What follows belongs to an exercise in optimizing a design on an open flow for small area and a short achievable clock period; a production flow would make more cautious choices.
In this exercise RTL edits were held to simulation tests only and were not proved equivalent to the original.
Power figures rest on the tool's default switching activity, not on a simulated workload.

==> flow/design.v <==
package conv_ctrl_pkg;
        localparam int num_channels = 3;
        localparam int num_lanes = 8;
        localparam int num_taps = 25;    
        localparam int channel_w = 2;
        localparam int tap_w = 5;
        localparam int lane_w = 3;
        localparam logic drain_idle = 1'b0;
        localparam logic drain_busy = 1'b1;
endpackage
package conv_types_pkg;
        localparam int sample_w = 12;
        localparam int weight_w = 8;
        localparam int acc_w = 25;      
        localparam int chsum_w = 27;    
        localparam int result_w = 12;
        localparam int scale_shift = 8;
        localparam int result_max = 2047;
        localparam int result_min = -2048;
endpackage
`timescale 1ns/1ps
import conv_types_pkg::*;
import conv_ctrl_pkg::*;
module weight_bank (
        input  logic clk,
        input  logic rst,
        input  logic weight_we,
        input  logic [channel_w-1:0] weight_channel,
        input  logic [tap_w-1:0] weight_tap,
        input  logic [weight_w-1:0] weight_data,
        input  logic [num_taps-1:0] tap,         
        input  logic valid_in,
        output logic [2*num_channels*4-1:0] b_one,
        output logic [2*num_channels*4-1:0] b_two,
        output logic [2*num_channels*4-1:0] b_nz,
        output logic [2*num_channels*4-1:0] b_neg,
        output logic [2*num_channels*4-1:0] b_sx    
);
        logic [weight_w-1:0] weight_regs [num_channels*num_taps];
        logic [weight_w-1:0] wdata;
        logic rst_q;
        logic we_q;
        logic [channel_w-1:0] wch_q;
        logic [tap_w-1:0] wtap_q;
        logic [weight_w-1:0] wd_q;
        always_ff @(posedge clk) begin
                rst_q <= rst;
                we_q <= weight_we && weight_channel < num_channels && weight_tap < num_taps;
                wch_q <= weight_channel;
                wtap_q <= weight_tap;
                wd_q <= weight_data;
        end
        assign wdata = rst_q ? '0 : wd_q;
        always_ff @(posedge clk) begin
                for (int c = 0; c < num_channels; c++)
                        for (int t = 0; t < num_taps; t++)
                                if (rst_q || (we_q && wch_q == c && wtap_q == t))
                                        weight_regs[c*num_taps + t] <= wdata;
        end
        logic wr_hit;
        always_comb begin
                wr_hit = 1'b0;
                for (int t = 0; t < num_taps; t++)
                        if (wtap_q == t)
                                wr_hit = tap[t];
        end
        always_ff @(posedge clk) begin
                logic [weight_w-1:0] w;
                logic [2:0] g;
                logic one, two, nz, neg, sx;
                for (int c = 0; c < num_channels; c++) begin
                        if (rst_q)
                                w = '0;
                        else if (we_q && wch_q == c && wr_hit)
                                w = wd_q;
                        else begin
                                w = '0;
                                for (int t = 0; t < num_taps; t++)
                                        w = w | (tap[t] ? weight_regs[c*num_taps + t] : '0);
                        end
                        for (int j = 0; j < 4; j++) begin
                                g = {w[2*j+1], w[2*j], (j == 0) ? 1'b0 : w[2*j-1]};
                                one = valid_in && (g[1] ^ g[0]);
                                two = valid_in && ((g == 3'b100) || (g == 3'b011));
                                nz = valid_in && (g != 3'b000) && (g != 3'b111);
                                neg = valid_in && g[2] && (g != 3'b111);
                                sx = valid_in && !(g[2] && (g != 3'b111));
                                {b_one[c*4+j], b_one[12+c*4+j]} <= {one, !one};
                                {b_two[c*4+j], b_two[12+c*4+j]} <= {two, !two};
                                {b_nz[c*4+j], b_nz[12+c*4+j]} <= {nz, !nz};
                                {b_neg[c*4+j], b_neg[12+c*4+j]} <= {neg, !neg};
                                {b_sx[c*4+j], b_sx[12+c*4+j]} <= {sx, !sx};
                        end
                end
        end
endmodule
`timescale 1ns/1ps
import conv_types_pkg::*;
import conv_ctrl_pkg::*;
module tap_sequencer (
        input  logic clk,
        input  logic rst,
        input  logic valid_in,
        input  logic [num_channels*num_lanes*sample_w-1:0] in_samples,
        output logic [num_taps-1:0] tap,         
        output logic bus_en,             
        output logic bus_first,          
        output logic bus_last,           
        output logic [num_channels*num_lanes*sample_w-1:0] bus_samples
);
        logic tap_is_last;
        assign tap_is_last = tap[num_taps-1];
        always_ff @(posedge clk) begin
                if (rst) begin
                        tap <= num_taps'(1);
                        bus_en <= 1'b0;
                end else begin
                        bus_en <= valid_in;
                        if (valid_in)
                                tap <= {tap[num_taps-2:0], tap[num_taps-1]};
                end
        end
        always_ff @(posedge clk) begin
                bus_first <= tap[0];
                bus_last <= tap_is_last;
                bus_samples <= in_samples;
        end
endmodule
`timescale 1ns/1ps
import conv_types_pkg::*;
import conv_ctrl_pkg::*;
module fa3 (input logic a, input logic b, input logic c, output logic s, output logic co);
	assign s = a ^ b ^ c;
	assign co = (a & b) | (a & c) | (b & c);
endmodule
module ha2 (input logic a, input logic b, output logic s, output logic co);
	assign s = a ^ b;
	assign co = a & b;
endmodule
module lane_tree (
	input  logic [12:0] r0_0,
	input  logic [12:0] r0_1,
	input  logic [12:0] r0_2,
	input  logic [12:0] r0_3,
	input  logic [12:0] r1_0,
	input  logic [12:0] r1_1,
	input  logic [12:0] r1_2,
	input  logic [12:0] r1_3,
	input  logic [12:0] r2_0,
	input  logic [12:0] r2_1,
	input  logic [12:0] r2_2,
	input  logic [12:0] r2_3,
	input  logic [7:0] nsum,
	output logic [20:0] o0,
	output logic [20:0] o1,
	output logic [20:0] o2
);
	logic s0, k0;
	logic s1, k1;
	logic s2, k2;
	logic s3, k3;
	logic s4, k4;
	logic s5, k5;
	logic s6, k6;
	logic s7, k7;
	logic s8, k8;
	logic s9, k9;
	logic s10, k10;
	logic s11, k11;
	logic s12, k12;
	logic s13, k13;
	logic s14, k14;
	logic s15, k15;
	logic s16, k16;
	logic s17, k17;
	logic s18, k18;
	logic s19, k19;
	logic s20, k20;
	logic s21, k21;
	logic s22, k22;
	logic s23, k23;
	logic s24, k24;
	logic s25, k25;
	logic s26, k26;
	logic s27, k27;
	logic s28, k28;
	logic s29, k29;
	logic s30, k30;
	logic s31, k31;
	logic s32, k32;
	logic s33, k33;
	logic s34, k34;
	logic s35, k35;
	logic s36, k36;
	logic s37, k37;
	logic s38, k38;
	logic s39, k39;
	logic s40, k40;
	logic s41, k41;
	logic s42, k42;
	logic s43, k43;
	logic s44, k44;
	logic s45, k45;
	logic s46, k46;
	logic s47, k47;
	logic s48, k48;
	logic s49, k49;
	logic s50, k50;
	logic s51, k51;
	logic s52, k52;
	logic s53, k53;
	logic s54, k54;
	logic s55, k55;
	logic s56, k56;
	logic s57, k57;
	logic s58, k58;
	logic s59, k59;
	logic s60, k60;
	logic s61, k61;
	logic s62, k62;
	logic s63, k63;
	logic s64, k64;
	logic s65, k65;
	logic s66, k66;
	logic s67, k67;
	logic s68, k68;
	logic s69, k69;
	logic s70, k70;
	logic s71, k71;
	logic s72, k72;
	logic s73, k73;
	logic s74, k74;
	logic s75, k75;
	logic s76, k76;
	logic s77, k77;
	logic s78, k78;
	logic s79, k79;
	logic s80, k80;
	logic s81, k81;
	logic s82, k82;
	logic s83, k83;
	logic s84, k84;
	logic s85, k85;
	logic s86, k86;
	logic s87, k87;
	logic s88, k88;
	logic s89, k89;
	logic s90, k90;
	logic s91, k91;
	logic s92, k92;
	logic s93, k93;
	logic s94, k94;
	logic s95, k95;
	logic s96, k96;
	logic s97, k97;
	logic s98, k98;
	logic s99, k99;
	logic s100, k100;
	logic s101, k101;
	logic s102, k102;
	logic s103, k103;
	logic s104, k104;
	logic s105, k105;
	logic s106, k106;
	logic s107, k107;
	logic s108, k108;
	logic s109, k109;
	logic s110, k110;
	logic s111, k111;
	logic s112, k112;
	logic s113, k113;
	logic s114, k114;
	logic s115, k115;
	logic s116, k116;
	logic s117, k117;
	ha2 u_0 (.a(nsum[0]), .b(r0_0[0]), .s(s0), .co(k0));
	fa3 u_1 (.a(nsum[1]), .b(r0_0[1]), .c(r1_0[1]), .s(s1), .co(k1));
	fa3 u_2 (.a(nsum[2]), .b(r0_0[2]), .c(r0_1[0]), .s(s2), .co(k2));
	fa3 u_3 (.a(r1_0[2]), .b(r1_1[0]), .c(r2_0[2]), .s(s3), .co(k3));
	ha2 u_4 (.a(r2_1[0]), .b(k1), .s(s4), .co(k4));
	fa3 u_5 (.a(nsum[3]), .b(r0_0[3]), .c(r0_1[1]), .s(s5), .co(k5));
	fa3 u_6 (.a(r1_0[3]), .b(r1_1[1]), .c(r2_0[3]), .s(s6), .co(k6));
	fa3 u_7 (.a(r2_1[1]), .b(k2), .c(k3), .s(s7), .co(k7));
	ha2 u_8 (.a(s5), .b(s6), .s(s8), .co(k8));
	fa3 u_9 (.a(nsum[4]), .b(r0_0[4]), .c(r0_1[2]), .s(s9), .co(k9));
	fa3 u_10 (.a(r0_2[0]), .b(r1_0[4]), .c(r1_1[2]), .s(s10), .co(k10));
	fa3 u_11 (.a(r1_2[0]), .b(r2_0[4]), .c(r2_1[2]), .s(s11), .co(k11));
	fa3 u_12 (.a(r2_2[0]), .b(k5), .c(k6), .s(s12), .co(k12));
	fa3 u_13 (.a(s9), .b(s10), .c(s11), .s(s13), .co(k13));
	ha2 u_14 (.a(k7), .b(k8), .s(s14), .co(k14));
	fa3 u_15 (.a(nsum[5]), .b(r0_0[5]), .c(r0_1[3]), .s(s15), .co(k15));
	fa3 u_16 (.a(r0_2[1]), .b(r1_0[5]), .c(r1_1[3]), .s(s16), .co(k16));
	fa3 u_17 (.a(r1_2[1]), .b(r2_0[5]), .c(r2_1[3]), .s(s17), .co(k17));
	fa3 u_18 (.a(r2_2[1]), .b(k9), .c(k10), .s(s18), .co(k18));
	fa3 u_19 (.a(k11), .b(s15), .c(s16), .s(s19), .co(k19));
	fa3 u_20 (.a(s17), .b(k12), .c(k13), .s(s20), .co(k20));
	ha2 u_21 (.a(s18), .b(s19), .s(s21), .co(k21));
	fa3 u_22 (.a(nsum[6]), .b(r0_0[6]), .c(r0_1[4]), .s(s22), .co(k22));
	fa3 u_23 (.a(r0_2[2]), .b(r0_3[0]), .c(r1_0[6]), .s(s23), .co(k23));
	fa3 u_24 (.a(r1_1[4]), .b(r1_2[2]), .c(r1_3[0]), .s(s24), .co(k24));
	fa3 u_25 (.a(r2_0[6]), .b(r2_1[4]), .c(r2_2[2]), .s(s25), .co(k25));
	fa3 u_26 (.a(r2_3[0]), .b(k15), .c(k16), .s(s26), .co(k26));
	fa3 u_27 (.a(k17), .b(s22), .c(s23), .s(s27), .co(k27));
	fa3 u_28 (.a(s24), .b(s25), .c(k18), .s(s28), .co(k28));
	fa3 u_29 (.a(k19), .b(s26), .c(s27), .s(s29), .co(k29));
	ha2 u_30 (.a(k20), .b(s28), .s(s30), .co(k30));
	fa3 u_31 (.a(nsum[7]), .b(r0_0[7]), .c(r0_1[5]), .s(s31), .co(k31));
	fa3 u_32 (.a(r0_2[3]), .b(r0_3[1]), .c(r1_0[7]), .s(s32), .co(k32));
	fa3 u_33 (.a(r1_1[5]), .b(r1_2[3]), .c(r1_3[1]), .s(s33), .co(k33));
	fa3 u_34 (.a(r2_0[7]), .b(r2_1[5]), .c(r2_2[3]), .s(s34), .co(k34));
	fa3 u_35 (.a(r2_3[1]), .b(k22), .c(k23), .s(s35), .co(k35));
	fa3 u_36 (.a(k24), .b(k25), .c(s31), .s(s36), .co(k36));
	fa3 u_37 (.a(s32), .b(s33), .c(s34), .s(s37), .co(k37));
	fa3 u_38 (.a(k26), .b(k27), .c(s35), .s(s38), .co(k38));
	fa3 u_39 (.a(s36), .b(s37), .c(k28), .s(s39), .co(k39));
	ha2 u_40 (.a(k29), .b(s38), .s(s40), .co(k40));
	fa3 u_41 (.a(r0_0[8]), .b(r0_1[6]), .c(r0_2[4]), .s(s41), .co(k41));
	fa3 u_42 (.a(r0_3[2]), .b(r1_0[8]), .c(r1_1[6]), .s(s42), .co(k42));
	fa3 u_43 (.a(r1_2[4]), .b(r1_3[2]), .c(r2_0[8]), .s(s43), .co(k43));
	fa3 u_44 (.a(r2_1[6]), .b(r2_2[4]), .c(r2_3[2]), .s(s44), .co(k44));
	fa3 u_45 (.a(k31), .b(k32), .c(k33), .s(s45), .co(k45));
	fa3 u_46 (.a(k34), .b(s41), .c(s42), .s(s46), .co(k46));
	fa3 u_47 (.a(s43), .b(s44), .c(k35), .s(s47), .co(k47));
	fa3 u_48 (.a(k36), .b(k37), .c(s45), .s(s48), .co(k48));
	fa3 u_49 (.a(s46), .b(k38), .c(s47), .s(s49), .co(k49));
	ha2 u_50 (.a(s48), .b(k39), .s(s50), .co(k50));
	fa3 u_51 (.a(r0_0[9]), .b(r0_1[7]), .c(r0_2[5]), .s(s51), .co(k51));
	fa3 u_52 (.a(r0_3[3]), .b(r1_0[9]), .c(r1_1[7]), .s(s52), .co(k52));
	fa3 u_53 (.a(r1_2[5]), .b(r1_3[3]), .c(r2_0[9]), .s(s53), .co(k53));
	fa3 u_54 (.a(r2_1[7]), .b(r2_2[5]), .c(r2_3[3]), .s(s54), .co(k54));
	fa3 u_55 (.a(k41), .b(k42), .c(k43), .s(s55), .co(k55));
	fa3 u_56 (.a(k44), .b(s51), .c(s52), .s(s56), .co(k56));
	fa3 u_57 (.a(s53), .b(s54), .c(k45), .s(s57), .co(k57));
	fa3 u_58 (.a(k46), .b(s55), .c(s56), .s(s58), .co(k58));
	fa3 u_59 (.a(k47), .b(k48), .c(s57), .s(s59), .co(k59));
	ha2 u_60 (.a(s58), .b(k49), .s(s60), .co(k60));
	fa3 u_61 (.a(r0_0[10]), .b(r0_1[8]), .c(r0_2[6]), .s(s61), .co(k61));
	fa3 u_62 (.a(r0_3[4]), .b(r1_0[10]), .c(r1_1[8]), .s(s62), .co(k62));
	fa3 u_63 (.a(r1_2[6]), .b(r1_3[4]), .c(r2_0[10]), .s(s63), .co(k63));
	fa3 u_64 (.a(r2_1[8]), .b(r2_2[6]), .c(r2_3[4]), .s(s64), .co(k64));
	fa3 u_65 (.a(k51), .b(k52), .c(k53), .s(s65), .co(k65));
	fa3 u_66 (.a(k54), .b(s61), .c(s62), .s(s66), .co(k66));
	fa3 u_67 (.a(s63), .b(s64), .c(k55), .s(s67), .co(k67));
	fa3 u_68 (.a(k56), .b(s65), .c(s66), .s(s68), .co(k68));
	fa3 u_69 (.a(k57), .b(s67), .c(k58), .s(s69), .co(k69));
	ha2 u_70 (.a(s68), .b(k59), .s(s70), .co(k70));
	fa3 u_71 (.a(r0_0[11]), .b(r0_1[9]), .c(r0_2[7]), .s(s71), .co(k71));
	fa3 u_72 (.a(r0_3[5]), .b(r1_0[11]), .c(r1_1[9]), .s(s72), .co(k72));
	fa3 u_73 (.a(r1_2[7]), .b(r1_3[5]), .c(r2_0[11]), .s(s73), .co(k73));
	fa3 u_74 (.a(r2_1[9]), .b(r2_2[7]), .c(r2_3[5]), .s(s74), .co(k74));
	fa3 u_75 (.a(k61), .b(k62), .c(k63), .s(s75), .co(k75));
	fa3 u_76 (.a(k64), .b(s71), .c(s72), .s(s76), .co(k76));
	fa3 u_77 (.a(s73), .b(s74), .c(k65), .s(s77), .co(k77));
	fa3 u_78 (.a(k66), .b(s75), .c(s76), .s(s78), .co(k78));
	fa3 u_79 (.a(k67), .b(s77), .c(k68), .s(s79), .co(k79));
	ha2 u_80 (.a(s78), .b(k69), .s(s80), .co(k80));
	fa3 u_81 (.a(r0_0[12]), .b(r0_1[10]), .c(r0_2[8]), .s(s81), .co(k81));
	fa3 u_82 (.a(r0_3[6]), .b(r1_0[12]), .c(r1_1[10]), .s(s82), .co(k82));
	fa3 u_83 (.a(r1_2[8]), .b(r1_3[6]), .c(r2_0[12]), .s(s83), .co(k83));
	fa3 u_84 (.a(r2_1[10]), .b(r2_2[8]), .c(r2_3[6]), .s(s84), .co(k84));
	fa3 u_85 (.a(k71), .b(k72), .c(k73), .s(s85), .co(k85));
	fa3 u_86 (.a(k74), .b(s81), .c(s82), .s(s86), .co(k86));
	fa3 u_87 (.a(s83), .b(s84), .c(k75), .s(s87), .co(k87));
	fa3 u_88 (.a(k76), .b(s85), .c(s86), .s(s88), .co(k88));
	fa3 u_89 (.a(k77), .b(s87), .c(k78), .s(s89), .co(k89));
	ha2 u_90 (.a(s88), .b(k79), .s(s90), .co(k90));
	fa3 u_91 (.a(r0_1[11]), .b(r0_2[9]), .c(r0_3[7]), .s(s91), .co(k91));
	fa3 u_92 (.a(r1_1[11]), .b(r1_2[9]), .c(r1_3[7]), .s(s92), .co(k92));
	fa3 u_93 (.a(r2_1[11]), .b(r2_2[9]), .c(r2_3[7]), .s(s93), .co(k93));
	fa3 u_94 (.a(k81), .b(k82), .c(k83), .s(s94), .co(k94));
	fa3 u_95 (.a(k84), .b(s91), .c(s92), .s(s95), .co(k95));
	fa3 u_96 (.a(s93), .b(k85), .c(k86), .s(s96), .co(k96));
	fa3 u_97 (.a(s94), .b(s95), .c(k87), .s(s97), .co(k97));
	fa3 u_98 (.a(k88), .b(s96), .c(s97), .s(s98), .co(k98));
	fa3 u_99 (.a(r0_1[12]), .b(r0_2[10]), .c(r0_3[8]), .s(s99), .co(k99));
	fa3 u_100 (.a(r1_1[12]), .b(r1_2[10]), .c(r1_3[8]), .s(s100), .co(k100));
	fa3 u_101 (.a(r2_1[12]), .b(r2_2[10]), .c(r2_3[8]), .s(s101), .co(k101));
	fa3 u_102 (.a(k91), .b(k92), .c(k93), .s(s102), .co(k102));
	fa3 u_103 (.a(s99), .b(s100), .c(s101), .s(s103), .co(k103));
	fa3 u_104 (.a(k94), .b(k95), .c(s102), .s(s104), .co(k104));
	fa3 u_105 (.a(s103), .b(k96), .c(s104), .s(s105), .co(k105));
	fa3 u_106 (.a(r0_2[11]), .b(r0_3[9]), .c(r1_2[11]), .s(s106), .co(k106));
	fa3 u_107 (.a(r1_3[9]), .b(r2_2[11]), .c(r2_3[9]), .s(s107), .co(k107));
	fa3 u_108 (.a(k99), .b(k100), .c(k101), .s(s108), .co(k108));
	fa3 u_109 (.a(s106), .b(s107), .c(k102), .s(s109), .co(k109));
	fa3 u_110 (.a(k103), .b(s108), .c(k104), .s(s110), .co(k110));
	fa3 u_111 (.a(r0_2[12]), .b(r0_3[10]), .c(r1_2[12]), .s(s111), .co(k111));
	fa3 u_112 (.a(r1_3[10]), .b(r2_2[12]), .c(r2_3[10]), .s(s112), .co(k112));
	fa3 u_113 (.a(k106), .b(k107), .c(s111), .s(s113), .co(k113));
	fa3 u_114 (.a(s112), .b(k108), .c(s113), .s(s114), .co(k114));
	fa3 u_115 (.a(r0_3[11]), .b(r1_3[11]), .c(r2_3[11]), .s(s115), .co(k115));
	fa3 u_116 (.a(k111), .b(k112), .c(s115), .s(s116), .co(k116));
	fa3 u_117 (.a(r0_3[12]), .b(r1_3[12]), .c(r2_3[12]), .s(s117), .co(k117));
	assign o0[0] = r1_0[0];
	assign o1[0] = r2_0[0];
	assign o2[0] = s0;
	assign o0[1] = r2_0[1];
	assign o1[1] = k0;
	assign o2[1] = s1;
	assign o0[2] = s2;
	assign o1[2] = s3;
	assign o2[2] = s4;
	assign o0[3] = k4;
	assign o1[3] = s7;
	assign o2[3] = s8;
	assign o0[4] = s12;
	assign o1[4] = s13;
	assign o2[4] = s14;
	assign o0[5] = k14;
	assign o1[5] = s20;
	assign o2[5] = s21;
	assign o0[6] = k21;
	assign o1[6] = s29;
	assign o2[6] = s30;
	assign o0[7] = k30;
	assign o1[7] = s39;
	assign o2[7] = s40;
	assign o0[8] = k40;
	assign o1[8] = s49;
	assign o2[8] = s50;
	assign o0[9] = s59;
	assign o1[9] = k50;
	assign o2[9] = s60;
	assign o0[10] = s69;
	assign o1[10] = k60;
	assign o2[10] = s70;
	assign o0[11] = s79;
	assign o1[11] = k70;
	assign o2[11] = s80;
	assign o0[12] = s89;
	assign o1[12] = k80;
	assign o2[12] = s90;
	assign o0[13] = k89;
	assign o1[13] = k90;
	assign o2[13] = s98;
	assign o0[14] = k97;
	assign o1[14] = s105;
	assign o2[14] = k98;
	assign o0[15] = s109;
	assign o1[15] = k105;
	assign o2[15] = s110;
	assign o0[16] = k109;
	assign o1[16] = s114;
	assign o2[16] = k110;
	assign o0[17] = k113;
	assign o1[17] = s116;
	assign o2[17] = k114;
	assign o0[18] = k115;
	assign o1[18] = s117;
	assign o2[18] = k116;
	assign o0[19] = k117;
	assign o1[19] = '0;
	assign o2[19] = '0;
	assign o0[20] = '0;
	assign o1[20] = '0;
	assign o2[20] = '0;
endmodule
module acc_tree (
	input  logic [25:0] a,
	input  logic [2:0] kc,
	input  logic [20:0] q0,
	input  logic [20:0] q1,
	input  logic [20:0] q2,
	output logic [25:0] o0,
	output logic [25:0] o1
);
	logic s0, k0;
	logic s1, k1;
	logic s2, k2;
	logic s3, k3;
	logic s4, k4;
	logic s5, k5;
	logic s6, k6;
	logic s7, k7;
	logic s8, k8;
	logic s9, k9;
	logic s10, k10;
	logic s11, k11;
	logic s12, k12;
	logic s13, k13;
	logic s14, k14;
	logic s15, k15;
	logic s16, k16;
	logic s17, k17;
	logic s18, k18;
	logic s19, k19;
	logic s20, k20;
	logic s21, k21;
	logic s22, k22;
	logic s23, k23;
	logic s24, k24;
	logic s25, k25;
	logic s26, k26;
	logic s27, k27;
	logic s28, k28;
	logic s29, k29;
	logic s30, k30;
	logic s31, k31;
	logic s32, k32;
	logic s33, k33;
	logic s34, k34;
	logic s35, k35;
	logic s36, k36;
	logic s37, k37;
	logic s38, k38;
	logic s39, k39;
	logic s40, k40;
	logic s41, k41;
	logic s42, k42;
	logic s43, k43;
	logic s44, k44;
	logic s45, k45;
	logic s46, k46;
	logic s47, k47;
	logic s48, k48;
	logic s49, k49;
	logic s50, k50;
	logic s51, k51;
	logic s52, k52;
	logic s53, k53;
	logic s54, k54;
	logic s55, k55;
	logic s56, k56;
	logic s57, k57;
	fa3 u_0 (.a(q0[0]), .b(q1[0]), .c(q2[0]), .s(s0), .co(k0));
	fa3 u_1 (.a(q0[1]), .b(q1[1]), .c(q2[1]), .s(s1), .co(k1));
	ha2 u_2 (.a(a[1]), .b(k0), .s(s2), .co(k2));
	fa3 u_3 (.a(q0[2]), .b(q1[2]), .c(q2[2]), .s(s3), .co(k3));
	fa3 u_4 (.a(a[2]), .b(k1), .c(s3), .s(s4), .co(k4));
	fa3 u_5 (.a(q0[3]), .b(q1[3]), .c(q2[3]), .s(s5), .co(k5));
	fa3 u_6 (.a(a[3]), .b(k3), .c(s5), .s(s6), .co(k6));
	fa3 u_7 (.a(q0[4]), .b(q1[4]), .c(q2[4]), .s(s7), .co(k7));
	fa3 u_8 (.a(a[4]), .b(k5), .c(s7), .s(s8), .co(k8));
	fa3 u_9 (.a(q0[5]), .b(q1[5]), .c(q2[5]), .s(s9), .co(k9));
	fa3 u_10 (.a(a[5]), .b(k7), .c(s9), .s(s10), .co(k10));
	fa3 u_11 (.a(q0[6]), .b(q1[6]), .c(q2[6]), .s(s11), .co(k11));
	fa3 u_12 (.a(a[6]), .b(k9), .c(s11), .s(s12), .co(k12));
	fa3 u_13 (.a(q0[7]), .b(q1[7]), .c(q2[7]), .s(s13), .co(k13));
	fa3 u_14 (.a(a[7]), .b(kc[0]), .c(k11), .s(s14), .co(k14));
	ha2 u_15 (.a(s13), .b(k12), .s(s15), .co(k15));
	fa3 u_16 (.a(q0[8]), .b(q1[8]), .c(q2[8]), .s(s16), .co(k16));
	fa3 u_17 (.a(a[8]), .b(k13), .c(s16), .s(s17), .co(k17));
	ha2 u_18 (.a(k14), .b(s17), .s(s18), .co(k18));
	fa3 u_19 (.a(q0[9]), .b(q1[9]), .c(q2[9]), .s(s19), .co(k19));
	fa3 u_20 (.a(a[9]), .b(k16), .c(s19), .s(s20), .co(k20));
	ha2 u_21 (.a(k17), .b(s20), .s(s21), .co(k21));
	fa3 u_22 (.a(q0[10]), .b(q1[10]), .c(q2[10]), .s(s22), .co(k22));
	fa3 u_23 (.a(a[10]), .b(k19), .c(s22), .s(s23), .co(k23));
	ha2 u_24 (.a(k20), .b(s23), .s(s24), .co(k24));
	fa3 u_25 (.a(q0[11]), .b(q1[11]), .c(q2[11]), .s(s25), .co(k25));
	fa3 u_26 (.a(a[11]), .b(k22), .c(s25), .s(s26), .co(k26));
	ha2 u_27 (.a(k23), .b(s26), .s(s27), .co(k27));
	fa3 u_28 (.a(q0[12]), .b(q1[12]), .c(q2[12]), .s(s28), .co(k28));
	fa3 u_29 (.a(a[12]), .b(k25), .c(s28), .s(s29), .co(k29));
	ha2 u_30 (.a(k26), .b(s29), .s(s30), .co(k30));
	fa3 u_31 (.a(q0[13]), .b(q1[13]), .c(q2[13]), .s(s31), .co(k31));
	fa3 u_32 (.a(a[13]), .b(k28), .c(s31), .s(s32), .co(k32));
	ha2 u_33 (.a(k29), .b(s32), .s(s33), .co(k33));
	fa3 u_34 (.a(q0[14]), .b(q1[14]), .c(q2[14]), .s(s34), .co(k34));
	fa3 u_35 (.a(a[14]), .b(kc[1]), .c(k31), .s(s35), .co(k35));
	fa3 u_36 (.a(s34), .b(k32), .c(s35), .s(s36), .co(k36));
	fa3 u_37 (.a(q0[15]), .b(q1[15]), .c(q2[15]), .s(s37), .co(k37));
	fa3 u_38 (.a(a[15]), .b(k34), .c(s37), .s(s38), .co(k38));
	ha2 u_39 (.a(k35), .b(s38), .s(s39), .co(k39));
	fa3 u_40 (.a(q0[16]), .b(q1[16]), .c(q2[16]), .s(s40), .co(k40));
	fa3 u_41 (.a(a[16]), .b(k37), .c(s40), .s(s41), .co(k41));
	ha2 u_42 (.a(k38), .b(s41), .s(s42), .co(k42));
	fa3 u_43 (.a(q0[17]), .b(q1[17]), .c(q2[17]), .s(s43), .co(k43));
	fa3 u_44 (.a(a[17]), .b(k40), .c(s43), .s(s44), .co(k44));
	ha2 u_45 (.a(k41), .b(s44), .s(s45), .co(k45));
	fa3 u_46 (.a(q0[18]), .b(q1[18]), .c(q2[18]), .s(s46), .co(k46));
	fa3 u_47 (.a(a[18]), .b(k43), .c(s46), .s(s47), .co(k47));
	ha2 u_48 (.a(k44), .b(s47), .s(s48), .co(k48));
	fa3 u_49 (.a(q0[19]), .b(q1[19]), .c(q2[19]), .s(s49), .co(k49));
	fa3 u_50 (.a(a[19]), .b(k46), .c(s49), .s(s50), .co(k50));
	ha2 u_51 (.a(k47), .b(s50), .s(s51), .co(k51));
	fa3 u_52 (.a(q0[20]), .b(q1[20]), .c(q2[20]), .s(s52), .co(k52));
	fa3 u_53 (.a(a[20]), .b(k49), .c(s52), .s(s53), .co(k53));
	ha2 u_54 (.a(k50), .b(s53), .s(s54), .co(k54));
	fa3 u_55 (.a(a[21]), .b(kc[2]), .c(k52), .s(s55), .co(k55));
	ha2 u_56 (.a(k53), .b(s55), .s(s56), .co(k56));
	ha2 u_57 (.a(a[22]), .b(k55), .s(s57), .co(k57));
	assign o0[0] = a[0];
	assign o1[0] = s0;
	assign o0[1] = s1;
	assign o1[1] = s2;
	assign o0[2] = k2;
	assign o1[2] = s4;
	assign o0[3] = k4;
	assign o1[3] = s6;
	assign o0[4] = k6;
	assign o1[4] = s8;
	assign o0[5] = k8;
	assign o1[5] = s10;
	assign o0[6] = k10;
	assign o1[6] = s12;
	assign o0[7] = s14;
	assign o1[7] = s15;
	assign o0[8] = k15;
	assign o1[8] = s18;
	assign o0[9] = k18;
	assign o1[9] = s21;
	assign o0[10] = k21;
	assign o1[10] = s24;
	assign o0[11] = k24;
	assign o1[11] = s27;
	assign o0[12] = k27;
	assign o1[12] = s30;
	assign o0[13] = k30;
	assign o1[13] = s33;
	assign o0[14] = k33;
	assign o1[14] = s36;
	assign o0[15] = k36;
	assign o1[15] = s39;
	assign o0[16] = k39;
	assign o1[16] = s42;
	assign o0[17] = k42;
	assign o1[17] = s45;
	assign o0[18] = k45;
	assign o1[18] = s48;
	assign o0[19] = k48;
	assign o1[19] = s51;
	assign o0[20] = k51;
	assign o1[20] = s54;
	assign o0[21] = k54;
	assign o1[21] = s56;
	assign o0[22] = k56;
	assign o1[22] = s57;
	assign o0[23] = a[23];
	assign o1[23] = k57;
	assign o0[24] = a[24];
	assign o1[24] = '0;
	assign o0[25] = a[25];
	assign o1[25] = '0;
endmodule
module mac_array (
        input  logic clk,
        input  logic rst,
        input  logic bus_en,
        input  logic bus_first,
        input  logic bus_last,
        input  logic [num_channels*num_lanes*sample_w-1:0] bus_samples,
        input  logic [2*num_channels*4-1:0] b_one,
        input  logic [2*num_channels*4-1:0] b_two,
        input  logic [2*num_channels*4-1:0] b_nz,
        input  logic [2*num_channels*4-1:0] b_neg,
        input  logic [2*num_channels*4-1:0] b_sx,
        output logic [num_lanes*26-1:0] sums,
        output logic sums_valid
);
        localparam int sum_w = 26;       
        localparam logic [sum_w-1:0] row_const = 26'h2719000;
        logic st2_en, st2_first, st2_last;
        logic [7:0] b_nsum;
        always_comb begin
                b_nsum = '0;
                for (int c = 0; c < num_channels; c++)
                        for (int j = 0; j < 4; j++)
                                b_nsum = b_nsum + (b_neg[c*4+j] ? (8'd1 << (2*j)) : 8'd0);
        end
        always_ff @(posedge clk) begin
                if (rst) begin
                        st2_en <= 1'b0;
                        sums_valid <= 1'b0;
                end else begin
                        st2_en <= bus_en;
                        sums_valid <= st2_en & st2_last;
                end
        end
        always_ff @(posedge clk) begin
                st2_first <= bus_en & bus_first;
                st2_last <= bus_last;
        end
        for (genvar l = 0; l < num_lanes; l++) begin : g_lane
                logic [12:0] r [num_channels][4];
                logic [20:0] p0, p1, p2;
                logic [20:0] p0_q, p1_q, p2_q;
                logic [sum_w-1:0] acc, acc_in, t0, t1;
                logic [2:0] kc, kc_in;
                logic [7:0] blk0, blk1, blk2;
                logic [4:0] blk3;
                for (genvar c = 0; c < num_channels; c++) begin : g_ch
                        logic [sample_w-1:0] x;
                        assign x = bus_samples[(c*num_lanes+l)*sample_w +: sample_w];
                        for (genvar j = 0; j < 4; j++) begin : g_dig
                                logic one, two, nz, neg, sx;
                                assign one = (l < 4) ? b_one[c*4+j] : !b_one[12+c*4+j];
                                assign two = (l < 4) ? b_two[c*4+j] : !b_two[12+c*4+j];
                                assign nz = (l < 4) ? b_nz[c*4+j] : !b_nz[12+c*4+j];
                                assign neg = (l < 4) ? b_neg[c*4+j] : !b_neg[12+c*4+j];
                                assign sx = (l < 4) ? b_sx[c*4+j] : !b_sx[12+c*4+j];
                                assign r[c][j][0] = (one & x[0]) ^ neg;
                                for (genvar i = 1; i < sample_w; i++) begin : g_bit
                                        assign r[c][j][i] = ((one & x[i]) | (two & x[i-1])) ^ neg;
                                end
                                assign r[c][j][12] = (nz & x[11]) ^ sx;
                        end
                end
                lane_tree u_tree (
                        .r0_0(r[0][0]), .r0_1(r[0][1]), .r0_2(r[0][2]), .r0_3(r[0][3]),
                        .r1_0(r[1][0]), .r1_1(r[1][1]), .r1_2(r[1][2]), .r1_3(r[1][3]),
                        .r2_0(r[2][0]), .r2_1(r[2][1]), .r2_2(r[2][2]), .r2_3(r[2][3]),
                        .nsum(b_nsum), .o0(p0), .o1(p1), .o2(p2)
                );
                always_ff @(posedge clk) begin
                        p0_q <= p0;
                        p1_q <= p1;
                        p2_q <= p2;
                end
                assign acc_in = st2_first ? row_const : acc;
                assign kc_in = st2_first ? 3'b000 : kc;
                acc_tree u_acc (
                        .a(acc_in), .kc(kc_in), .q0(p0_q), .q1(p1_q), .q2(p2_q),
                        .o0(t0), .o1(t1)
                );
                assign blk0 = {1'b0, t0[6:0]} + {1'b0, t1[6:0]};
                assign blk1 = {1'b0, t0[13:7]} + {1'b0, t1[13:7]};
                assign blk2 = {1'b0, t0[20:14]} + {1'b0, t1[20:14]};
                assign blk3 = t0[25:21] + t1[25:21];
                always_ff @(posedge clk) begin
                        acc <= {blk3, blk2[6:0], blk1[6:0], blk0[6:0]};
                        kc <= {blk2[7], blk1[7], blk0[7]};
                end
                assign sums[l*sum_w +: sum_w] = acc + {kc[2], 6'b0, kc[1], 6'b0, kc[0], 7'b0};
        end
endmodule
`timescale 1ns/1ps
import conv_types_pkg::*;
import conv_ctrl_pkg::*;
module result_drain (
        input  logic clk,
        input  logic rst,
        input  logic [num_lanes*26-1:0] sums,
        input  logic sums_valid,
        output logic valid_out,
        output logic [result_w-1:0] conv_out
);
        localparam int sum_w = 26;
        logic state;
        logic [lane_w-1:0] lane_cnt;             
        logic [num_lanes*result_w-1:0] lane_results;
        logic [num_lanes*result_w-1:0] out_buf;
        always_comb begin
                logic [sum_w-1:0] s;
                for (int l = 0; l < num_lanes; l++) begin
                        s = sums[l*sum_w +: sum_w];
                        if (s[sum_w-1:19] == '0 || s[sum_w-1:19] == '1)
                                lane_results[l*result_w +: result_w] = s[19:8];
                        else if (s[sum_w-1])
                                lane_results[l*result_w +: result_w] = result_w'(result_min);
                        else
                                lane_results[l*result_w +: result_w] = result_w'(result_max);
                end
        end
        always_ff @(posedge clk) begin
                if (rst) begin
                        state <= drain_idle;
                        lane_cnt <= '0;
                end else begin
                        case (state)
                                drain_idle: begin
                                        if (sums_valid) begin
                                                state <= drain_busy;
                                                lane_cnt <= '0;
                                        end
                                end
                                drain_busy: begin
                                        if (lane_cnt == lane_w'(num_lanes - 1))
                                                state <= drain_idle;
                                        lane_cnt <= lane_cnt + lane_w'(1);
                                end
                                default: state <= drain_idle;
                        endcase
                end
        end
        always_ff @(posedge clk) begin
                if (sums_valid)
                        out_buf <= lane_results;
                else
                        out_buf <= {result_w'(0), out_buf[num_lanes*result_w-1:result_w]};
        end
        assign conv_out = out_buf[result_w-1:0];
        assign valid_out = (state == drain_busy);
endmodule
`timescale 1ns/1ps
module conv_layer_top (
        input  logic clk,
        input  logic rst,
        input  logic weight_we,
        input  logic [1:0] weight_channel,
        input  logic [4:0] weight_tap,
        input  logic [7:0] weight_data,
        input  logic valid_in,
        input  logic [287:0] in_samples,
        output logic valid_out,
        output logic [11:0] conv_out
);
        logic [24:0] tap;
        logic [23:0] b_one, b_two, b_nz, b_neg, b_sx;
        logic [207:0] sums;
        logic sums_valid;
        logic bus_en;
        logic bus_first;
        logic bus_last;
        logic [287:0] bus_samples;
        weight_bank weight_bank0 (
                .clk            (clk),
                .rst            (rst),
                .weight_we      (weight_we),
                .weight_channel (weight_channel),
                .weight_tap     (weight_tap),
                .weight_data    (weight_data),
                .tap            (tap),
                .valid_in       (valid_in),
                .b_one          (b_one),
                .b_two          (b_two),
                .b_nz           (b_nz),
                .b_neg          (b_neg),
                .b_sx           (b_sx)
        );
        tap_sequencer tap_sequencer0 (
                .clk         (clk),
                .rst         (rst),
                .valid_in    (valid_in),
                .in_samples  (in_samples),
                .tap         (tap),
                .bus_en      (bus_en),
                .bus_first   (bus_first),
                .bus_last    (bus_last),
                .bus_samples (bus_samples)
        );
        mac_array mac_array0 (
                .clk         (clk),
                .rst         (rst),
                .bus_en      (bus_en),
                .bus_first   (bus_first),
                .bus_last    (bus_last),
                .bus_samples (bus_samples),
                .b_one       (b_one),
                .b_two       (b_two),
                .b_nz        (b_nz),
                .b_neg       (b_neg),
                .b_sx        (b_sx),
                .sums        (sums),
                .sums_valid  (sums_valid)
        );
        result_drain result_drain0 (
                .clk        (clk),
                .rst        (rst),
                .sums       (sums),
                .sums_valid (sums_valid),
                .valid_out  (valid_out),
                .conv_out   (conv_out)
        );
endmodule
==> flow/flow/run.sh <==
#!/bin/bash
# The standard layout, with one step added after the standard synthesis:
# flow/polarity.py removes inverters between full adders by flipping full
# adders to their dual (a full adder is self-dual), and the layout then runs
# on that netlist. Registers and all other cells are left as synthesis made them.
# The ports are buffered as in the standard flow, with the smallest buffer.
set -euo pipefail
bash standard.sh synth > synth.log 2>&1
R=orfs/results/${FLOW_PLATFORM}/conv_layer_top/base
cp $R/1_2_yosys.v $R/1_2_yosys_std.v
python3 flow/polarity.py $R/1_2_yosys_std.v $R/1_2_yosys.v > polarity.log 2>&1
rm -f $R/1_synth.odb
bash standard.sh "BUFFER_PORTS_ARGS=-buffer_cell sky130_fd_sc_hd__buf_1" finish > layout.log 2>&1
==> flow/flow/polarity.py <==
#!/usr/bin/env python3
"""Remove inverters between full adders in a Yosys netlist of sky130hd cells.

A full adder is self-dual: FA(~a, ~b, ~c) = (~sum, ~cout). Each fa cell may be
flipped (its inputs take the complement of what they took, and its outputs then
carry the complement of what they carried). The script picks flips by local
search so that the fewest inverters are needed, then removes every inv cell and
puts back one inverter per signal whose complement some pin needs.

usage: polarity.py IN.v OUT.v
"""
import re
import sys
from collections import defaultdict

src = open(sys.argv[1]).read()

m = re.search(r"\bmodule\s+(\w+)\s*\((.*?)\);", src, re.S)
body_start = m.end()
end = src.rindex("endmodule")

# Cell instances: TYPE NAME ( .PIN(NET), ... );  possibly preceded by (* ... *) attributes
inst_re = re.compile(r"(?:\(\*[^*]*\*\)\s*)*(sky130_fd_sc_hd__\w+)\s+(\S+)\s*\((.*?)\);", re.S)
pin_re = re.compile(r"\.(\w+)\(\s*(.*?)\s*\)\s*(?:,|$)", re.S)

cells = []
spans = []
for im in inst_re.finditer(src, body_start, end):
    typ, name, pins = im.group(1), im.group(2), im.group(3)
    pm = {p: n for p, n in pin_re.findall(pins)}
    cells.append((typ, name, pm))
    spans.append((im.start(), im.end()))

# Declarations of ports
outputs = set()
for dm in re.finditer(r"\boutput\s+(?:\[(\d+):(\d+)\]\s*)?(\w+)\s*;", src):
    if dm.group(1):
        hi, lo = int(dm.group(1)), int(dm.group(2))
        for i in range(min(hi, lo), max(hi, lo) + 1):
            outputs.add(f"{dm.group(3)}[{i}]")
    else:
        outputs.add(dm.group(3))

OUT_PINS = {"X", "Y", "Q", "Q_N", "SUM", "COUT", "HI", "LO"}


def is_inv(t):
    return re.fullmatch(r"sky130_fd_sc_hd__inv_\d+", t) is not None


def is_fa(t):
    return re.fullmatch(r"sky130_fd_sc_hd__fa_\d+", t) is not None


inv_of = {}      # inverter output net -> input net
driver = {}      # net -> cell index (non-inverter)
for i, (t, n, pm) in enumerate(cells):
    if is_inv(t):
        inv_of[pm["Y"]] = pm["A"]
    else:
        for p, net in pm.items():
            if p in OUT_PINS:
                driver[net] = i

# Inverters that drive output ports are kept as they are (rare)
keep_inv = set()
for i, (t, n, pm) in enumerate(cells):
    if is_inv(t) and pm["Y"] in outputs:
        keep_inv.add(i)


def literal(net):
    par = 0
    while net in inv_of:
        net = inv_of[net]
        par ^= 1
    return net, par


# Consumers: (cell index, pin, base, parity)
uses = defaultdict(list)   # base -> list of (cell, pin, par)
for i, (t, n, pm) in enumerate(cells):
    if is_inv(t) and i not in keep_inv:
        continue
    for p, net in pm.items():
        if p in OUT_PINS:
            continue
        if not net or net.startswith("1'") or net.startswith("'"):
            continue
        b, par = literal(net)
        uses[b].append((i, p, par))

fa_idx = [i for i, (t, n, pm) in enumerate(cells)
          if is_fa(t) and not any(net in outputs for p, net in pm.items() if p in OUT_PINS)]
flip = defaultdict(int)


def phys(b):
    d = driver.get(b)
    return flip[d] if d is not None and is_fa(cells[d][0]) else 0


def need(u):
    i, p, par = u
    return par ^ (flip[i] if is_fa(cells[i][0]) else 0)


def cost(b):
    ph = phys(b)
    return 1 if any(need(u) != ph for u in uses[b]) else 0


# Signals touching each fa
touch = defaultdict(set)
for i in fa_idx:
    pm = cells[i][2]
    for p, net in pm.items():
        if p in OUT_PINS:
            touch[i].add(net)
        else:
            touch[i].add(literal(net)[0])

before = sum(cost(b) for b in uses)
for it in range(20):
    changed = 0
    for i in fa_idx:
        c0 = sum(cost(b) for b in touch[i])
        flip[i] ^= 1
        c1 = sum(cost(b) for b in touch[i])
        if c1 < c0:
            changed += 1
        else:
            flip[i] ^= 1
    if not changed:
        break
after = sum(cost(b) for b in uses)
print(f"inverted signals needed: {before} -> {after}; flipped {sum(flip[i] for i in fa_idx)} of {len(fa_idx)} fa", file=sys.stderr)

# Rewrite
new_inv = {}
extra = []
k = 0


def comp_net(b):
    global k
    if b not in new_inv:
        nn = f"_pinv{k}_"
        k += 1
        new_inv[b] = nn
        a = b + " " if b.startswith("\\") else b
        extra.append(f"  wire {nn};\n  sky130_fd_sc_hd__inv_1 _pinvc{k}_ (\n    .A({a}),\n    .Y({nn})\n  );\n")
    return new_inv[b]


new_pins = {}
for b, us in uses.items():
    ph = phys(b)
    for (i, p, par) in us:
        net = b if need((i, p, par)) == ph else comp_net(b)
        new_pins[(i, p)] = net

out = [src[:body_start]]
pos = body_start
for i, ((t, n, pm), (s, e)) in enumerate(zip(cells, spans)):
    out.append(src[pos:s])
    pos = e
    if is_inv(t) and i not in keep_inv:
        continue
    parts = []
    for p, net in pm.items():
        nn = new_pins.get((i, p), net)
        if nn.startswith("\\"):
            nn += " "
        parts.append(f"    .{p}({nn})")
    out.append(f"{t} {n} (\n" + ",\n".join(parts) + "\n  );")
out.append(src[pos:end])
out.append("".join(extra))
out.append(src[end:])
open(sys.argv[2], "w").write("".join(out))
==> flow/standard.sh <==
#!/bin/bash
# synth_recipe.tcl (not shown) runs the flow's synth.tcl, then flattens the netlist and writes it again
# the make line also repeats each setting of config.mk as NAME=value (left out here)
make -C /OpenROAD-flow-scripts/flow DESIGN_CONFIG=/design/flow/config.mk WORK_HOME=/design/flow/orfs CLKGATE_MAP_FILE= SYNTH_SCRIPT=/design/flow/synth_recipe.tcl "${@:-finish}"
==> flow/config.mk <==
export PLATFORM = sky130hd
export DESIGN_NAME = conv_layer_top
export DESIGN_NICKNAME = conv_layer_top
export VERILOG_FILES = /design/flow/design.v
export SDC_FILE = /design/flow/constraint.sdc
export NUM_CORES = 4
export LEC_CHECK = 0
export ABC_AREA = 1
export ABC_CLOCK_PERIOD_IN_PS = 3400
export CAP_MARGIN = 40
export CORE_MARGIN = 2
export CORE_UTILIZATION = 40
export CTS_BUF_LIST = sky130_fd_sc_hd__clkbuf_16
export CTS_CLUSTER_DIAMETER = 100
export CTS_CLUSTER_SIZE = 20
export SETUP_SLACK_MARGIN = 4.6
export SLEW_MARGIN = 40
==> flow/constraint.sdc <==
create_clock -name core_clock -period 8.0 [get_ports {clk}]
set_input_delay 1.6000 -clock core_clock [delete_from_list [all_inputs] [get_ports {clk}]]
set_output_delay 1.6000 -clock core_clock [all_outputs]
set_load 0.01 [all_outputs]
==> impl_metrics.prom, run 1 <==
# TYPE chip_impl_metric gauge
chip_impl_info{name="worst_hold_path_type",value="reg2reg"} 1
chip_impl_metric{name="cts.clk_slew.worst_paths",unit="ns"} 0.09
chip_impl_metric{name="global_route.overflow_total",unit=""} 0
chip_impl_metric{name="clkLatencyLatePin",unit="ns"} 0.83
chip_impl_metric{name="clock_tree_skew_after_final_layout",unit="ns"} 0.0528
chip_impl_metric{name="instance_count_of_the_mapped_netlist",unit=""} 10483
chip_impl_metric{name="post-route-drc-count",unit=""} 0
chip_impl_metric{name="final_worst_hold_slack",unit="ns"} 0.349
chip_impl_metric{name="final_nets",unit=""} 12880
chip_impl_metric{name="via_count",unit=""} 83900
chip_impl_metric{name="tightestPinTransition",unit="ns"} 0.991
chip_impl_metric{name="die_h",unit="um"} 532
chip_impl_metric{name="cp_max_fo",unit=""} 5
chip_impl_metric{name="placeableCoreArea",unit="um2"} 277000
chip_impl_metric{name="initial_antenna_violation_count",unit=""} 23
chip_impl_metric{name="drt-vias-per-instance",unit=""} 5.70
chip_impl_metric{name="cts_buffers",unit=""} 111
chip_impl_info{name="cp_slowest_cell",value="sky130_fd_sc_hd__dfxtp_1"} 1
chip_impl_metric{name="reg2reg_setup_slack",unit="ns"} 4.54
chip_impl_metric{name="power_density",unit="nW/um2"} 436
chip_impl_metric{name="period_share",unit="%"} 43.2
chip_impl_metric{name="cts.sinks",unit=""} 1853
chip_impl_info{name="grt_setup_unrepaired",value="true"} 1
chip_impl_metric{name="syn_nets",unit=""} 12430
chip_impl_metric{name="timing.fmax",unit="MHz"} 289
chip_impl_info{name="ctsRootBufferMaster",value="sky130_fd_sc_hd__clkbuf_16"} 1
chip_impl_info{name="regToRegStartpoint",value="tap_sequencer0.bus_samples[227]$_DFF_P_"} 1
chip_impl_metric{name="portBuffers",unit=""} 319
chip_impl_info{name="crit_path_start_kind",value="flop"} 1
chip_impl_metric{name="critical-path-max-stage-delay",unit="ns"} 0.65
chip_impl_metric{name="final_layout_size_suffix_gt1_share",unit="%"} 14.7
chip_impl_metric{name="die-width",unit="um"} 532
chip_impl_metric{name="syn_to_final_growth",unit="%"} 15.8
chip_impl_metric{name="postRouteAntennaNets",unit=""} 0
chip_impl_metric{name="first_global_vias",unit=""} 82199
chip_impl_metric{name="hold-path-cell-count",unit=""} 0
chip_impl_metric{name="period_needed",unit="ns"} 3.46
chip_impl_metric{name="vdd_ir_drop_max",unit="mV"} 0.339
chip_impl_metric{name="syn-cell-area",unit="um2"} 112000
chip_impl_info{name="timing.hold.worst_endpoint",value="mac_array0.st2_last$_DFF_P_"} 1
chip_impl_info{name="cts_tree",value="yes"} 1
chip_impl_metric{name="design_area",unit="um2"} 129000
chip_impl_info{name="setup.worst_path.class",value="reg2reg"} 1
chip_impl_metric{name="wl_per_cell",unit="um"} 29.7
chip_impl_metric{name="gp_routability_congestion",unit=""} 1.00
chip_impl_metric{name="detailedPlacementHpwl",unit="um"} 299000
chip_impl_metric{name="drt-initial-drc-count",unit=""} 10567
chip_impl_metric{name="grt_first_pass_wirelength",unit="um"} 592000
chip_impl_metric{name="synth_warnings",unit=""} 21
chip_impl_metric{name="worstRegToRegCells",unit=""} 7
chip_impl_metric{name="ctsHoldBuffers",unit=""} 0
chip_impl_metric{name="initial_core_utilization",unit="%"} 40.3
chip_impl_metric{name="cp_data_required_time",unit="ns"} 8.67
chip_impl_metric{name="design_power_total",unit="uW"} 56400
chip_impl_metric{name="cap_violations",unit=""} 0
chip_impl_metric{name="critical_path.n_buffers_inverters",unit=""} 1
chip_impl_metric{name="ctsHtreeMaxLevel",unit=""} 3
chip_impl_metric{name="floorplan.die_area",unit="um2"} 283000
chip_impl_metric{name="placed_cell_area",unit="um2"} 117000
chip_impl_info{name="worstSetupEndpointType",value="flop"} 1
chip_impl_info{name="crit_path_cells",value="nand2_1 > xor2_1 > fa_2 > fa_2 > fa_1 > inv_1 > fa_1"} 1
chip_impl_metric{name="gr-usage-all-layers",unit="%"} 28.8
chip_impl_metric{name="timing.setup.tns",unit="ns"} 0
chip_impl_metric{name="timing_hold_violations_final",unit=""} 0
chip_impl_metric{name="cts_max_path_buffers",unit=""} 3
chip_impl_info{name="timing.critical_path.max_delay_family",value="adder cells"} 1
chip_impl_metric{name="grt_start_max_net_pins",unit=""} 106
chip_impl_metric{name="filler_cell_count",unit=""} 25291
chip_impl_metric{name="timing.final.setup_violations",unit=""} 0
chip_impl_metric{name="timing.slew.headroom",unit="%"} 33.9
chip_impl_metric{name="boundaryPins",unit=""} 320
chip_impl_metric{name="power_leakage",unit="uW"} 0.0547
chip_impl_info{name="r2r_end",value="mac_array0.g_lane[2].p2_q[13]$_DFF_P_"} 1
chip_impl_metric{name="drtPass1Iterations",unit=""} 7
chip_impl_metric{name="final_report_max_slew_violation_count",unit=""} 0
chip_impl_metric{name="drt-total-wl",unit="um"} 437000
chip_impl_metric{name="finish.utilization",unit="%"} 46.7
chip_impl_info{name="min-delay-start",value="tap_sequencer0.bus_last$_DFF_P_"} 1
chip_impl_metric{name="timing.critical_path.arrival",unit="ns"} 4.13
chip_impl_metric{name="fp-row-count",unit=""} 193
chip_impl_metric{name="post_synth.cell_area_avg",unit="um2"} 10.7
chip_impl_info{name="status",value="no timing/DRC/antenna violations"} 1
stage by stage:
stage | std cells | setup slack (ns)
after floorplan | 10483 | 4.55
after global placement | 14172 | 3.29
after detailed placement | 14176 | 3.55
after CTS | 14482 | 4.51
after global routing | 14707 | 4.45
final | 14714 | 4.54
flip-flops by register name (all words and copies together), names as in the netlist, 25 cells and up:
register                    count
mac_array0.g_lane.acc         208
result_drain0.out_buf          96
mac_array0.g_lane.p1_q        152
mac_array0.g_lane.p2_q        152
tap_sequencer0.tap             25
mac_array0.g_lane.p0_q        160
weight_bank0.weight_regs      600
tap_sequencer0.bus_samples    288
routing by layer:
metal / vias to the layer above / part of all wire [%] / global-route usage, % / wire, um
li1: 35249 / - / - / -
met5: - / 0.089 / 0 / 391
met4: 16 / 7.6 / 16.0 / 33100
met1: 41512 / 38 / 37.9 / 168000
met2: 5670 / 41 / 41.3 / 179000
met3: 1453 / 13 / 9.69 / 57300
how the worst max path moves through the flow:
stage	start	end	slack [ns]	cells past startpoint
3_5_place_dp	weight_bank0.b_neg[4]$_DFF_P_	mac_array0.g_lane[0].p2_q[13]$_DFF_P_	3.55	9
3_3_place_gp	weight_bank0.b_neg[10]$_DFF_P_	mac_array0.g_lane[5].p2_q[8]$_DFF_P_	3.29	8
5_1_grt	mac_array0.g_lane[5].acc[7]$_DFF_P_	result_drain0.out_buf[66]$_DFF_P_	4.45	22
2_1_floorplan	mac_array0.st2_first$_DFF_P_	mac_array0.g_lane[1].acc[20]$_DFF_P_	4.55	13
4_1_cts	weight_bank0.b_neg[3]$_DFF_P_	mac_array0.g_lane[3].p2_q[9]$_DFF_P_	4.51	10
6_report	tap_sequencer0.bus_samples[227]$_DFF_P_	mac_array0.g_lane[2].p2_q[13]$_DFF_P_	4.54	7
area by class of cell:
type | instances | area [um2] | share of cell area [%]
Antenna cell | 8 | 20.0 | 0.0155
Clock buffer | 113 | 2830 | 2.19
Clock inverter | 68 | 529 | 0.409
Inverter | 1456 | 5900 | 4.56
Multi-Input combinational cell | 6670 | 63900 | 49.4
Sequential cell | 1853 | 43400 | 33.6
Tap cell | 3705 | 4640 | 3.59
Timing Repair Buffer | 841 | 8060 | 6.23
layout by cell type, fill, tap and decap left out, drive strengths merged, types with 8 or more instances in the layout:
cell type  instances
or2               22
ha               460
nand4             71
a31oi             10
o31ai              9
nand2            970
a21oi            252
buf              782
o21bai            15
clkinv            33
inv             1426
a211oi            20
xnor2             26
xor2            1451
a221oi            62
diode              8
nor4              12
dfxtp           1253
clkinvlp          60
nand3b             8
o21ai            190
edfxtp           600
o22ai           1056
clkbuf           158
bufbuf            14
fa              1180
nor3              28
nor2             482
nand3            242
a21o              10
a22o              61
timing repair:
item                       in CTS  in global routing
setup endpoints to repair     542                299
cloned                         23                 52
resized for setup             544                631
buffers inserted              102                170
pin swaps                      38                196
worst register-to-register path: cells and delay by family, from the launching register on:
family,cells,cell delay (ns)
xor gates and xnor gates,1,0.58
adders and majority gates,4,1.94
buffers and inverters,1,0.05
DFF,1,0.65
and+or+nand+nor,1,0.13
power breakdown:
part / switching, uW / internal [uW] / total (uW) / leakage, uW
Combinational: 21200 / 15000 / 36100 / 0.0366
Sequential: 1490 / 12700 / 14200 / 0.0163
Clock: 3400 / 2700 / 6100 / 0.00178
==> run 2: changes to the inputs <==
--- a/flow/config.mk
+++ b/flow/config.mk
@@ -5,11 +5,10 @@
 export SDC_FILE = /design/flow/constraint.sdc
 export NUM_CORES = 4
 export LEC_CHECK = 0
-export ABC_AREA = 1
 export ABC_CLOCK_PERIOD_IN_PS = 3400
 export CAP_MARGIN = 40
 export CORE_MARGIN = 2
-export CORE_UTILIZATION = 40
+export CORE_UTILIZATION = 50
 export CTS_BUF_LIST = sky130_fd_sc_hd__clkbuf_16
 export CTS_CLUSTER_DIAMETER = 100
 export CTS_CLUSTER_SIZE = 20
==> impl_metrics.prom, run 2 <==
# TYPE chip_impl_metric gauge
chip_impl_info{name="status",value="no timing/DRC/antenna violations"} 1
chip_impl_metric{name="die_h",unit="um"} 479
chip_impl_metric{name="timing.critical_path.arrival",unit="ns"} 4.19
chip_impl_info{name="cp_slowest_cell",value="sky130_fd_sc_hd__fa_1"} 1
chip_impl_metric{name="clock_tree_skew_after_final_layout",unit="ns"} 0.0566
chip_impl_metric{name="period_share",unit="%"} 43.4
chip_impl_metric{name="cts_buffers",unit=""} 113
chip_impl_info{name="worst_hold_path_type",value="reg2reg"} 1
chip_impl_info{name="setup.worst_path.class",value="reg2reg"} 1
chip_impl_metric{name="syn_to_final_growth",unit="%"} 11.5
chip_impl_metric{name="grt_first_pass_wirelength",unit="um"} 568000
chip_impl_metric{name="die-width",unit="um"} 479
chip_impl_metric{name="boundaryPins",unit=""} 320
chip_impl_metric{name="final_cells",unit=""} 13009
chip_impl_metric{name="syn-cell-area",unit="um2"} 113000
chip_impl_metric{name="placed_cells",unit=""} 12549
chip_impl_info{name="grt_setup_unrepaired",value="true"} 1
chip_impl_info{name="most-common-layout-cells",value="sky130_fd_sc_hd__fa_1, sky130_fd_sc_hd__dfxtp_1, sky130_fd_sc_hd__xor2_1, sky130_fd_sc_hd__inv_1, sky130_fd_sc_hd__xnor2_1"} 1
chip_impl_metric{name="initial_core_utilization",unit="%"} 50.2
chip_impl_metric{name="drtPass1Iterations",unit=""} 9
chip_impl_info{name="regToRegStartpoint",value="tap_sequencer0.bus_samples[159]$_DFF_P_"} 1
chip_impl_info{name="largestRegisters",value="weight_bank0.weight_regs: 600 flops, tap_sequencer0.bus_samples: 288 flops, mac_array0.g_lane.acc: 208 flops"} 1
chip_impl_metric{name="drt-vias-per-instance",unit=""} 6.29
chip_impl_metric{name="ctsHoldBuffers",unit=""} 0
chip_impl_metric{name="use_met3",unit="%"} 12.3
chip_impl_metric{name="cts.clk_slew.worst_paths",unit="ns"} 0.09
chip_impl_metric{name="gp_routability_congestion",unit=""} 0.940
chip_impl_metric{name="critical_path.n_buffers_inverters",unit=""} 2
chip_impl_metric{name="syn_nets",unit=""} 11801
chip_impl_info{name="cell_seen_most_often_among_critical_path_stages",value="sky130_fd_sc_hd__fa_1"} 1
chip_impl_metric{name="cp_data_required_time",unit="ns"} 8.71
chip_impl_metric{name="cts.sinks",unit=""} 1853
chip_impl_metric{name="filler_cell_count",unit=""} 18762
chip_impl_metric{name="timing_hold_violations_final",unit=""} 0
chip_impl_metric{name="postRouteAntennaNets",unit=""} 0
chip_impl_metric{name="vdd_ir_drop_max",unit="mV"} 0.323
chip_impl_metric{name="drt-initial-drc-count",unit=""} 11522
chip_impl_metric{name="cp_max_fo",unit=""} 8
chip_impl_metric{name="critical-path-max-stage-delay",unit="ns"} 0.53
chip_impl_metric{name="ctsHtreeMaxLevel",unit=""} 3
chip_impl_metric{name="placeableCoreArea",unit="um2"} 224000
chip_impl_metric{name="detailedPlacementHpwl",unit="um"} 265000
chip_impl_metric{name="timing.setup.tns",unit="ns"} 0
chip_impl_info{name="crit_path_cells",value="clkinvlp_4 > o22ai_1 > xor2_1 > fa_1 > inv_1 > fa_1 > fa_1 > fa_1 > ha_1"} 1
chip_impl_info{name="cts_tree",value="yes"} 1
chip_impl_metric{name="final_layout_size_suffix_gt1_share",unit="%"} 10.4
chip_impl_metric{name="clkLatencyLatePin",unit="ns"} 0.83
chip_impl_metric{name="instance_count_of_the_mapped_netlist",unit=""} 9854
chip_impl_metric{name="power_density",unit="nW/um2"} 389
chip_impl_metric{name="global_route.overflow_total",unit=""} 0
chip_impl_info{name="crit_path_start",value="tap_sequencer0.bus_samples[159]$_DFF_P_"} 1
chip_impl_metric{name="via_count",unit=""} 81834
chip_impl_metric{name="synth_warnings",unit=""} 21
chip_impl_metric{name="tightestPinTransition",unit="ns"} 1.03
chip_impl_metric{name="design_power_total",unit="uW"} 48900
chip_impl_metric{name="post-route-drc-count",unit=""} 0
chip_impl_metric{name="final_worst_hold_slack",unit="ns"} 0.332
chip_impl_metric{name="period_needed",unit="ns"} 3.47
chip_impl_metric{name="initial_antenna_violation_count",unit=""} 29
chip_impl_metric{name="first_global_vias",unit=""} 80892
chip_impl_metric{name="timing.fmax",unit="MHz"} 288
chip_impl_metric{name="drt-total-wl",unit="um"} 421000
chip_impl_metric{name="final_report_max_slew_violation_count",unit=""} 0
chip_impl_info{name="crit_path_start_kind",value="flop"} 1
chip_impl_metric{name="portBuffers",unit=""} 319
chip_impl_metric{name="cap_violations",unit=""} 0
chip_impl_metric{name="cts_max_path_buffers",unit=""} 3
chip_impl_metric{name="wl_per_cell",unit="um"} 32.4
chip_impl_metric{name="final_nets",unit=""} 11878
chip_impl_metric{name="fp-row-count",unit=""} 174
chip_impl_info{name="worstSetupEndpointType",value="flop"} 1
chip_impl_metric{name="grt_start_max_net_pins",unit=""} 97
chip_impl_info{name="min-delay-start",value="tap_sequencer0.bus_last$_DFF_P_"} 1
chip_impl_metric{name="post_synth.cell_area_avg",unit="um2"} 11.4
chip_impl_metric{name="timing.final.setup_violations",unit=""} 0
chip_impl_metric{name="grtUsageMet2",unit="%"} 49.0
chip_impl_info{name="gr-max-usage-layer",value="met2"} 1
chip_impl_info{name="registers.top_by_ff_count",value="weight_bank0.weight_regs"} 1
chip_impl_metric{name="timing.slew.headroom",unit="%"} 30.7
chip_impl_info{name="timing.critical_path.max_delay_family",value="adder cells"} 1
chip_impl_info{name="ctsRootBufferMaster",value="sky130_fd_sc_hd__clkbuf_16"} 1
chip_impl_metric{name="floorplan.die_area",unit="um2"} 229000
chip_impl_metric{name="largest_register_ff_count",unit=""} 600
chip_impl_info{name="final_common_cell",value="sky130_fd_sc_hd__fa_1"} 1
chip_impl_metric{name="gr-usage-all-layers",unit="%"} 34.0
chip_impl_metric{name="power_leakage",unit="uW"} 0.0490
chip_impl_metric{name="use_met1",unit="%"} 45.9
-- run 2: final timing paths --
kind | cells past startpoint | endpoint | slack (ns)
max | 9 | mac_array0.g_lane[5].p2_q[10]$_DFF_P_ | 4.53
min | 0 | mac_array0.st2_last$_DFF_P_ | 0.33
max reg2reg | 9 | mac_array0.g_lane[5].p2_q[10]$_DFF_P_ | 4.53
min reg2reg | 0 | mac_array0.st2_last$_DFF_P_ | 0.33
-- run 2: final cells by class --
cell class                 instances  area [um2]  share of cell area, %
sequential                      1853       43400                   34.5
clock buffer                     115        2880                   2.29
antenna                           14        35.0                 0.0279
timing repair buffer             721        7320                   5.83
inverter                         783        3060                   2.43
tap                             2992        3740                   2.98
multi-input combinational       6459       64700                   51.5
clock inverter                    72         561                  0.446
-- run 2: worst reg2reg max path, stage by stage (launching register included) --
cell                         delay, ns
sky130_fd_sc_hd__dfxtp_1          0.36
sky130_fd_sc_hd__clkinvlp_4       0.37
sky130_fd_sc_hd__o22ai_1          0.38
sky130_fd_sc_hd__xor2_1           0.16
sky130_fd_sc_hd__fa_1             0.53
sky130_fd_sc_hd__inv_1            0.06
sky130_fd_sc_hd__fa_1             0.41
sky130_fd_sc_hd__fa_1             0.42
sky130_fd_sc_hd__fa_1             0.41
sky130_fd_sc_hd__ha_1             0.28
-- run 2: metal layers --
metal / part of all wire [%] / up-vias
li1: - / 33749
met1: 38 / 40646
met2: 41 / 5982
met3: 15 / 1425
met4: 6.2 / 32
met5: 0.074 / -
-- run 2: power by group --
group	switching [uW]	internal (uW)	total (uW)
clock	3480	2670	6150
combinational	15600	13000	28700
sequential	1750	12300	14100
-- run 2: repair_timing --
item | CTS | global route
setup endpoints to repair | 409 | 127
pin swaps | 9 | 46
setup buffers | 49 | 128
cloned | 28 | 52
resized for setup | 297 | 302
-- run 2: metrics by stage --
step | setup slack, ns | area [um2] | util (%)
detailed placement | 3.74 | 116000 | 51.7
global placement | 3.51 | 116000 | 51.6
global route | 4.51 | 126000 | 56.0
floorplan | 4.55 | 113000 | -
CTS | 4.52 | 122000 | 54.4
finish | 4.53 | 126000 | 56.0

## re-timing with driven ports
In the flow no input, the clock included, has a driving cell. The finished layouts below were timed again as built, in two steps.
Step 1 assumes that a clkbuf_16 drives the clock port and a buf_2 every other input.
Step 2 adds t to the input delays and takes it off the output delays; t is the mean of the earliest and latest rising clock arrival at the registers after step 1. Input paths then give back, and output paths get back, about the clock's delay inside the block.
a / b / c = ideal / step 1 / step 2; a / b = the first two.
run | t (ns) | setup slack, ns | latest minus earliest clock arrival (ns) | worst register clock-pin slew, ns
run 1 | 0.895 | 4.542 / 4.542 / 4.114 | 0.056 / 0.056 | 0.10 / 0.10
run 2 | 0.889 | 4.526 / 4.526 / 4.526 | 0.059 / 0.060 | 0.10 / 0.10
After both steps every run listed still meets setup and hold. The setup slack of run 1, which loses most, moves by 0.000 ns with the drivers and by -0.428 ns with both steps.
